Context: an optimization exercise on an open-source flow, tuned for small area. The choices shown serve that exercise and are no tape-out recipe. In this exercise RTL edits were held to simulation tests only and were not proved equivalent to the original.

==> design.v <==
package bp_pkg;
    localparam int BP_ADDR_W   = 16;
    localparam int BP_IDX_W    = 6;
    localparam int BP_TAG_W    = 4;
    localparam int BP_CTR_W    = 2;
    localparam int BP_INFLIGHT = 4;
    localparam logic [BP_CTR_W-1:0] BP_CTR_THR = BP_CTR_W'(1) << (BP_CTR_W - 1);
    function automatic logic [BP_CTR_W-1:0] ctr_inc(input logic [BP_CTR_W-1:0] c);
        ctr_inc = (c == '1) ? c : c + BP_CTR_W'(1);
    endfunction
    function automatic logic [BP_CTR_W-1:0] ctr_dec(input logic [BP_CTR_W-1:0] c);
        ctr_dec = (c == '0) ? c : c - BP_CTR_W'(1);
    endfunction
endpackage
module btb_predictor (
    input  logic        clk,
    input  logic        reset_n,
    input  logic        lk_valid,
    input  logic [15:0] lk_pc,
    output logic        lk_ready,
    output logic        pred_taken,
    output logic [15:0] pred_target,
    input  logic        rs_valid,
    input  logic        rs_taken,
    input  logic [15:0] rs_target,
    output logic        mispredict,
    output logic        mp_target,
    output logic [15:0] redirect_pc,
    output logic        rs_orphan
);
    localparam int ENTRIES = 64;
    localparam int DEPTH   = 4;
    logic [ENTRIES-1:0] tbl_valid;
    logic [3:0]         tbl_tag    [0:ENTRIES-1];
    logic [15:0]        tbl_target [0:ENTRIES-1];
    logic [1:0]         tbl_ctr    [0:ENTRIES-1];
    logic [15:0] q_pc    [0:DEPTH-1];
    logic        q_pt    [0:DEPTH-1];
    logic [15:0] q_ptgt  [0:DEPTH-1];
    logic        q_hit   [0:DEPTH-1];    
    logic [1:0]  q_ctr   [0:DEPTH-1];    
    logic [2:0]  wr_ptr, rd_ptr;
    logic q_empty, q_full;
    assign q_empty = (wr_ptr == rd_ptr);
    assign q_full  = (wr_ptr[1:0] == rd_ptr[1:0]) & (wr_ptr[2] != rd_ptr[2]);
    logic [15:0] h_pc, h_ptgt;
    logic        h_pt, h_hit;
    logic [1:0]  h_ctr;
    assign h_pc   = q_pc[rd_ptr[1:0]];
    assign h_pt   = q_pt[rd_ptr[1:0]];
    assign h_ptgt = q_ptgt[rd_ptr[1:0]];
    assign h_hit  = q_hit[rd_ptr[1:0]];
    assign h_ctr  = q_ctr[rd_ptr[1:0]];
    logic fire, tgt_wrong, mispredict_i, ctr_we, tgt_we;
    logic [1:0] ctr_new;
    assign fire         = rs_valid & ~q_empty;
    assign tgt_wrong    = h_pt & rs_taken & (h_ptgt != rs_target);
    assign mispredict_i = fire & ((h_pt != rs_taken) | tgt_wrong);
    assign tgt_we       = fire & rs_taken;
    assign ctr_we       = fire & (rs_taken | h_hit);
    assign ctr_new      = rs_taken ? (h_hit ? bp_pkg::ctr_inc(h_ctr) : bp_pkg::BP_CTR_THR)
                                   : bp_pkg::ctr_dec(h_ctr);
    assign mispredict  = mispredict_i;
    assign mp_target   = fire & tgt_wrong;
    assign redirect_pc = !fire ? '0 : (rs_taken ? rs_target : h_pc);
    assign rs_orphan   = rs_valid & q_empty;
    logic [5:0]  lk_idx;
    logic        lk_hit, lk_push, pred_taken_i;
    logic [1:0]  lk_ctr;
    logic [15:0] lk_tgt;
    assign lk_idx       = lk_pc[5:0];
    logic [ENTRIES-1:0] lk_sel;
    logic        rd_valid;
    logic [3:0]  rd_tag;
    always_comb begin
        rd_valid = 1'b0;
        rd_tag   = '0;
        lk_ctr   = '0;
        lk_tgt   = '0;
        for (int i = 0; i < ENTRIES; i++) begin
            lk_sel[i] = (lk_idx == 6'(i));
            rd_valid  = rd_valid | (lk_sel[i] & tbl_valid[i]);
            rd_tag    = rd_tag   | ({4{lk_sel[i]}}  & tbl_tag[i]);
            lk_ctr    = lk_ctr   | ({2{lk_sel[i]}}  & tbl_ctr[i]);
            lk_tgt    = lk_tgt   | ({16{lk_sel[i]}} & tbl_target[i]);
        end
    end
    assign lk_hit       = rd_valid & (rd_tag == lk_pc[9:6]);
    assign lk_push      = lk_valid & ~q_full & ~mispredict_i;
    assign pred_taken_i = lk_push & lk_hit & lk_ctr[1];
    assign lk_ready    = ~q_full;
    assign pred_taken  = pred_taken_i;
    assign pred_target = pred_taken_i ? lk_tgt : '0;
    logic       lk_same;
    logic       lk_hit_n;
    logic [1:0] lk_ctr_n;
    assign lk_same  = (lk_pc[5:0] == h_pc[5:0]);
    assign lk_hit_n = (tgt_we & lk_same) ? (lk_pc[9:6] == h_pc[9:6]) : lk_hit;
    assign lk_ctr_n = (ctr_we & lk_same) ? ctr_new : lk_ctr;
    always_ff @(posedge clk or negedge reset_n) begin
        if (!reset_n) begin
            wr_ptr <= '0;
            rd_ptr <= '0;
        end else if (mispredict_i) begin
            wr_ptr <= '0;
            rd_ptr <= '0;
        end else begin
            if (lk_push) wr_ptr <= wr_ptr + 3'd1;
            if (fire)    rd_ptr <= rd_ptr + 3'd1;
        end
    end
    always_ff @(posedge clk or negedge reset_n) begin
        if (!reset_n) tbl_valid <= '0;
        else if (tgt_we) tbl_valid[h_pc[5:0]] <= 1'b1;
    end
    always_ff @(posedge clk) begin
        if (tgt_we) begin
            tbl_target[h_pc[5:0]] <= rs_target;
            tbl_tag[h_pc[5:0]]    <= h_pc[9:6];
        end
        if (ctr_we) tbl_ctr[h_pc[5:0]] <= ctr_new;
    end
    for (genvar j = 0; j < DEPTH; j++) begin : g_q
        logic push_j, same_j;
        assign push_j = lk_push & (wr_ptr[1:0] == 2'(j));
        assign same_j = (q_pc[j][5:0] == h_pc[5:0]);
        always_ff @(posedge clk) begin
            if (push_j) begin
                q_pc[j]   <= lk_pc;
                q_pt[j]   <= pred_taken_i;
                q_ptgt[j] <= lk_tgt;
                q_hit[j]  <= lk_hit_n;
                q_ctr[j]  <= lk_ctr_n;
            end else begin
                if (tgt_we & same_j) q_hit[j] <= (q_pc[j][9:6] == h_pc[9:6]);
                if (ctr_we & same_j) q_ctr[j] <= ctr_new;
            end
        end
    end
endmodule
==> run.sh <==
#!/bin/bash
# synth_recipe.tcl (not shown) runs the flow's synth.tcl, then flattens the netlist and writes it again
# the make line also repeats each setting of config.mk as NAME=value (left out here)
make -C /OpenROAD-flow-scripts/flow DESIGN_CONFIG=/design/flow/config.mk WORK_HOME=/design/flow/orfs CLKGATE_MAP_FILE= SYNTH_SCRIPT=/design/flow/synth_recipe.tcl finish
==> config.mk <==
export PLATFORM = sky130hd
export DESIGN_NAME = btb_predictor
export DESIGN_NICKNAME = btb_predictor
export VERILOG_FILES = /design/flow/design.v
export SDC_FILE = /design/flow/constraint.sdc
export NUM_CORES = 4
export LEC_CHECK = 0
export CAP_MARGIN = 20
export CORE_MARGIN = 2
export CORE_UTILIZATION = 40
export PLACE_DENSITY = 0.6
export SETUP_SLACK_MARGIN = 0.3
export SLEW_MARGIN = 20
==> constraint.sdc <==
create_clock -name core_clock -period 10.0 [get_ports {clk}]
set_input_delay 2.0000 -clock core_clock [delete_from_list [all_inputs] [get_ports {clk}]]
set_output_delay 2.0000 -clock core_clock [all_outputs]
set_load 0.01 [all_outputs]
==> summary.txt <==
[Yosys cell counts (6+ instances only)]
library cell,number
a2111oi_0,9
a21o_1,6
a21oi_1,45
a222oi_1,32
a22o_1,9
a22oi_1,636
a32oi_1,11
and2_1,31
and3_1,35
buf_1,28
buf_2,20
clkbuf_1,159
dfrtp_1,70
edfxtp_1,1552
ha_1,12
inv_1,22
mux2_2,6
mux2i_1,23
nand2_1,279
nand2b_1,9
nand3_1,121
nand4_1,102
nor2_1,249
nor2b_1,16
nor3_1,37
nor4_1,58
o21ai_0,23
o21bai_1,57
or3_1,10
xnor2_1,56
xor2_1,22
[cells by family after synthesis]
| family | count (synthesis) |
|---|---|
| simple gates | 996 |
| buf+inv | 235 |
| flops | 1622 |
| xor+xnor | 78 |
| mux | 29 |
| compound gates | 864 |
| fa+ha+maj | 12 |
[layer usage]
layer  wire length [µm]  GRT usage  vias to the layer above
li1                   -          -                    15916
met1              88800      0.420                    20941
met2             106000      0.451                     3939
met3              41600      0.114                      709
met4              16100      0.165                       10
met5                 56          0                        -
[worst min-delay path by stage]
stage / to / slack (ns) / depth (start not counted)
floorplan: tbl_valid[20] / 0.43 / 1
global placement: tbl_valid[11] / 0.46 / 1
detailed placement: tbl_valid[61] / 0.46 / 1
CTS: tbl_valid[35] / 0.48 / 1
global route: tbl_valid[51] / 0.49 / 1
finish: tbl_valid[1] / 0.48 / 1
[flip-flops by register name (all words and copies together) (netlist names)]
signal / flops
wr_ptr: 3
rd_ptr: 3
tbl_tag: 256
q_pc: 64
q_ctr: 8
tbl_valid: 64
q_ptgt: 64
q_pt: 4
tbl_ctr: 128
tbl_target: 1024
q_hit: 4
[cell type report]
cell class                      count  area, µm²  area share
Antenna cell                        7       17.5    0.000244
Tap cell                         2044       2560      0.0356
Sequential cell                  1622      48400       0.672
Clock inverter                     74        790      0.0110
Inverter                           23       86.3     0.00120
Timing Repair Buffer              292       2330      0.0325
Multi-Input combinational cell   1979      13300       0.185
Clock buffer                      214       4430      0.0616
[worst max-delay path: cells and delay by family]
kind,cells,cell delay [ns]
buffers and inverters,3,1.94
AO/OA/AOI/OAI,2,0.90
AND/OR/NAND/NOR,7,2.52
[power by group through the flow]
stage               clock [mW]  combinational [mW]  sequential [mW]
detailed placement           0                2.36             8.45
finish                    6.09                2.42             8.32
floorplan                    0                1.25             8.42
global placement             0                2.33             8.44
CTS                       6.08                2.37             8.31
global route              6.36                2.54             8.34
[metrics by stage]
step / setup WS [ns] / hold WS [ns] / std cells
final: 0.591 / 0.479 / 6255
after global routing: 0.488 / 0.488 / 6249
after CTS: 0.805 / 0.478 / 6247
after detailed placement: 0.828 / 0.462 / 5959
after global placement: 0.994 / 0.459 / 5957
after floorplan: 3.27 / 0.428 / 3836
==> out/metrics.yaml <==
clkPwrFrac: 0.362
finalHoldViolCount: 0
setup-violations-final: 0
synth_fa_ha_area_frac: 0.00243
grt_max_degree: 71
crit_path_start_kind: "input port"
rsz0062_at_grt: "no"
layout_commonest_cell: "edfxtp_1"
relSlewSlack: 0.302
cts_buffers: 162
nFillCells: 13097
power_mw: 16.8
clockBufferDepth: 3
wirelength_mm: 253
syn_inst: 3836
synth_top_family_by_area: "compound AO/OA/AOI/OAI gates"
viasPerCell: 6.64
post-cts-setup-buffers: 0
cts_hold_buf: 0
area.growth.synth_to_final_pct: 16.4
crit_top_cell: "clkdlybuf4s50_1"
internal_power_mw: 12.2
synthesis.area_um2: 61800
yosys_warnings: 6
maxCapViolCount: 0
synth-seq-cells: 1622
layout-drive-gt1-share: 0.145
synthFlopType: "edfxtp_1"
arrival_ns: 7.41
ys_seq_area_frac: 0.783
final_nets: 4129
ys_types: 69
post_cts_resized: 0
p_per_area_nw_per_um2: 234
worstHoldStart: "tbl_valid[1]"
fmax_mhz: 106
r2r_slack_ns: 4.51
clkLatencyLatePin_ns: 0.83
final_cell_mix: "1552 x edfxtp_1, 636 x a22oi_1, 279 x nand2_1"
tns_ns: 0
die_x_um: 397
reg2reg_to: "tbl_target[30][7]"
leakage_nw: 23.5
cp_slowest_cell: "clkdlybuf4s50_1"
synth_area_leader_cell: "edfxtp_1"
seq_power_share: 0.494
startpoint: "lk_pc[4]"
die_area_um2: 158000
pin_count: 74
post_synth_mux_area_share: 0.00482
final_util: 0.468
worst-path-max-fanout: 21
grt_util_all_layers: 0.315
r2r_start: "rd_ptr[0]"
wl_per_cell_um: 40.4
num_rows: 144
core_area_um2: 154000
synth-xor-area-share: 0.0111
path_clk_slew_ns: 0.06
synth_top_cell_area_share: 0.754
ant_nets: 0
antenna_found_initial: 13
synth_compound_area_frac: 0.105
switching_share: 0.273
vias: 41515
cts_max_level: 4
finalCriticalPeriod_ns: 9.41
portBuffers: 73
slowest_delay_ns: 1.03
clock_skew_ns: 0.0459
status: "timing/DRC/antenna clean"
grt_pass1_wl_mm: 335
start_util: 0.402
critPathCaptureType: "output pin"
place_congestion: 0.953
synth_edf_count: 1552
crit_chain: "clkdlybuf4s50_1 > nand2b_1 > buf_4 > nor2_4 > a32oi_1 > nand3_1 > nor4_1 > nand3b_1 > a221oi_2 > and4_4 > and2_1 > clkdlybuf4s50_1"
yosys.area_share.simple: 0.0789
async_flop_share: 0.0432
critical_path_required_ns: 8.00
r2r_cells: 11
grt_overflow: 0
synth.area.top_cells: "edfxtp_1 75%, a22oi_1 7.7%, dfrtp_1 2.8%"
worstSetupPathType: "in -> out"
p_sw_mw: 4.59
clock-sinks: 1622
syn_nets: 3885
drtIter0Drc: 9201
cts_tree: "yes"
fin_area_um2: 71900
grt_pass1_vias: 38155
crit_end: "pred_target[9]"
hp-class: "reg -> reg"
power_frac_comb: 0.144
die_h_um: 397
placed_area_um2: 66600
root_buffer: "clkbuf_16"
drc: 0
period_share: 0.941
firstDrtPassIters: 7
ir_worst_vdd_v: 0.000237
syn_area_per_cell_um2: 16.1
worst_slew_pin_slew_ns: 1.05
slew_violations: 0
hpwl_mm: 146

## static timing again, ports no longer ideal
How much do the figures lean on ideal ports? The routed layout below was timed once more, with nothing changed but the port constraints.
Step 1, drivers: a clkbuf_16 drives clk and a buf_2 each remaining input, both assumed.
Step 2 also shifts input and output timing later by t, the mid clock arrival at the registers, as if the neighbouring blocks saw the same clock.
Three values: ideal ports, drivers, drivers and shift; two values: the first two.
t, ns: 0.886
setup slack, ns: 0.591 / 0.540 / 0.540
latest minus earliest clock arrival (ns): 0.048 / 0.048
After both steps this run still meets setup and hold. The setup slack of this run moves by -0.051 ns with the drivers and by -0.051 ns with both steps.
